Context: an optimization exercise on an open-source flow, tuned for small area, a short achievable clock period and few clock cycles. The choices shown serve that exercise and are no tape-out recipe. In this exercise RTL edits were held to simulation tests only and were not proved equivalent to the original. Power figures rest on the tool's default switching activity, not on a simulated workload.

Setup of the previous run:
==> flow/design.v (excerpt) <==
module mips_core #(
    parameter logic [31:0] RESET_PC = 32'h0000_0000
) (
    input  logic        clk,
    input  logic        rst_n,
    output logic [31:0] imem_addr,
    input  logic [31:0] imem_data,
    output logic        wb_cyc,
    output logic        wb_stb,
    output logic        wb_we,
    output logic [31:0] wb_adr,
    output logic [31:0] wb_dat_w,
    input  logic [31:0] wb_dat_r,
    input  logic        wb_ack,
    output logic        rf_we,
    output logic [4:0]  rf_waddr,
    output logic [31:0] rf_wdata
);
Settings: LEC_CHECK=0, CAP_MARGIN=20, CORE_MARGIN=2, CORE_UTILIZATION=45, PLACE_DENSITY=0.6, SETUP_SLACK_MARGIN=5, SLEW_MARGIN=20; clock period 9.0 ns.
standard.sh (not shown) runs the stock make flow with config.mk's settings and CLKGATE_MAP_FILE= SYNTH_SCRIPT=/design/flow/synth_recipe.tcl, a recipe that flattens the netlist after the stock synthesis.
==> flow/flow/run.sh <==
#!/bin/bash
set -euo pipefail
bash standard.sh "BUFFER_PORTS_ARGS=-buffer_cell sky130_fd_sc_hd__buf_2" \
    finish > standard.log 2>&1
Testbench counts of the previous run, summed over its fixed seeds: cycles 5,640.
Modified inputs, the current run compared to the previous run
-- flow/design.v --
<<< the previous run, line 185
    logic [29:0] imm30;
    assign imm30 = {{14{e_imm[15]}}, e_imm};
    assign e_alt = d_pc + (e_pred ? (~imm30 + 30'd1) : imm30);
    always_comb begin
        kill_id = 1'b0;
>>> the current run, line 185
    logic [29:0] imm30;
    assign imm30 = {{14{e_imm[15]}}, e_imm};
    assign e_alt = d_pc + (e_pred ? ~imm30 : imm30) + {29'd0, e_pred};
    always_comb begin
        kill_id = 1'b0;
==> run summary <==
The current run: no failed stages, no open violations at the end
As of the current run, first-iteration DRC count had fallen by a few percent compared to the previous run.
On net switching power figure, the current run and the previous run are basically level.
As of the current run, total clock network power had risen slightly compared to the previous run.
Compared with the previous run, in the current run standby leakage power went up; synthesized cell count comparable; fraction of power consumed by the clock network rose by 0.4 points.
Testbench counts of the current run, summed over its fixed seeds: cycles 5,640.

--- another note on this design; it stands on its own ---

==> flow/design.v (excerpt) <==
module mips_core #(
    parameter logic [31:0] RESET_PC = 32'h0000_0000
) (
    input  logic        clk,
    input  logic        rst_n,
    output logic [31:0] imem_addr,
    input  logic [31:0] imem_data,
    output logic        wb_cyc,
    output logic        wb_stb,
    output logic        wb_we,
    output logic [31:0] wb_adr,
    output logic [31:0] wb_dat_w,
    input  logic [31:0] wb_dat_r,
    input  logic        wb_ack,
    output logic        rf_we,
    output logic [4:0]  rf_waddr,
    output logic [31:0] rf_wdata
);
    logic [29:0] pc;                  
    logic        d_valid;
    logic [31:0] d_instr;
    logic [29:0] d_pc;
    logic        d_pred;              
    logic        e_wr;                
    logic        e_ld;                
    logic        e_mem;               
    logic        e_iss;               
    logic        e_st;                
    logic        e_br;                
    logic        e_bne;
    logic        e_pred;
    logic        e_k0;                
    logic        e_k1;                
    logic        e_sub, e_and, e_or, e_slt;
    logic        e_fwda, e_fwdb, e_fwds;      
    logic        e_wfwda, e_wfwdb, e_wfwds;   
    logic [4:0]  e_dest;
    logic [31:0] e_a, e_b, e_sd;
    logic [29:0] e_alt;               
    logic        m_wr;
    logic        m_ld;                
    logic        m_lb;                
    logic [4:0]  m_dest;
    logic [31:0] m_result;
    logic        b_cyc;
    logic        b_we;
    logic [31:0] b_adr;
    logic [31:0] b_dat;
    logic        w_we;
    logic [4:0]  w_dest;
    logic [31:0] w_data;
    logic        ex_hold;             
    logic        mem_hold;            
    logic        load_use;            
    logic        kill_id;             
    logic        redir;               
    assign mem_hold = m_ld && !wb_ack;
    assign ex_hold  = !wb_ack && (m_ld || (e_mem && !e_iss && b_cyc));
    logic [5:0]  f_op;
    logic        f_br, f_same, f_bwd;
    logic [16:0] f_lo;
    logic [13:0] f_hi_m1, f_hi_p1;
    logic [29:0] f_tgt;
    logic [29:0] pc_inc;
    logic        if_adv;
  ...
Size: ~5200 cells after synthesis, ~1400 flip-flops, roughly 0.065 mm² of cells after synthesis.
==> flow/config.mk <==
export PLATFORM = sky130hd
export DESIGN_NAME = mips_core
export DESIGN_NICKNAME = mips_core
export VERILOG_FILES = /design/flow/design.v
export SDC_FILE = /design/flow/constraint.sdc
export NUM_CORES = 4
export LEC_CHECK = 0
export CAP_MARGIN = 20
export CORE_MARGIN = 2
export CORE_UTILIZATION = 45
export PLACE_DENSITY = 0.6
export SETUP_SLACK_MARGIN = 5
export SLEW_MARGIN = 20
==> flow/constraint.sdc <==
create_clock -name core_clock -period 9.0 [get_ports {clk}]
set_input_delay 1.8000 -clock core_clock [delete_from_list [all_inputs] [get_ports {clk}]]
set_output_delay 1.8000 -clock core_clock [all_outputs]
set_load 0.01 [all_outputs]
standard.sh (not shown) runs the stock make flow with config.mk's settings and CLKGATE_MAP_FILE= SYNTH_SCRIPT=/design/flow/synth_recipe.tcl, a recipe that flattens the netlist after the stock synthesis.
==> flow/flow/run.sh <==
#!/bin/bash
set -euo pipefail
bash standard.sh "BUFFER_PORTS_ARGS=-buffer_cell sky130_fd_sc_hd__buf_2" \
    finish > standard.log 2>&1
The first run completed with no timing, DRC or antenna violations.
Testbench counts at the start, summed over its fixed seeds: cycles 5,824.
Change:
- CTS_CLUSTER_DIAMETER: unset -> 100
- CTS_CLUSTER_SIZE: unset -> 28
=>
- The new run completed with no timing, DRC or antenna violations
- die area stays the same
- clock skew increases by 0.015 ns
- setup slack is worse by 0.011 ns
- maximum frequency hardly moves
- utilization decreases by 2.4 points
Change:
- CTS_CLUSTER_DIAMETER: 100 -> 80
- CTS_CLUSTER_SIZE: 28 -> 20
Result: Non-clock buffer count rose by 8. Design area rose by 1.5%. Area after synthesis does not change. Via count rose by 0.41%. Setup slack gets worse by 0.073 ns. Die area does not change. Register-to-register slack gets worse by 0.07 ns. Routed wire length rose by 0.48%.

==> afterwards: timing with drivers on the ports <==
The results above use ideal ports. As a check the final layouts listed here were re-extracted and re-timed, cells and wires unchanged. Step 1: set_driving_cell puts a clkbuf_16 on clk and a buf_2 on each other input, an assumption about the parent block. Step 2 adds t to the input delays and takes it off the output delays; t is the mean of the earliest and latest rising clock arrival at the registers after step 1. Input paths then give back, and output paths get back, about the clock's delay inside the block. Three values: ideal, step 1, step 2; two values: the first two.
run	t, ns	setup WS [ns]	worst slew at a driven data input, ns
the previous run	0.896	4.900 / 4.900 / 4.232	0.09
the current run	0.901	4.876 / 4.876 / 4.109	0.09
the first run of note 2	0.877	5.019 / 5.019 / 4.265	0.10
the second run of note 2	0.837	5.008 / 5.008 / 4.261	0.12
the third run of note 2	0.802	4.934 / 4.934 / 4.270	0.10
After both steps every run listed still meets setup and hold. The setup slack of the current run, which loses most, moves by 0.000 ns with the drivers and by -0.767 ns with both steps.
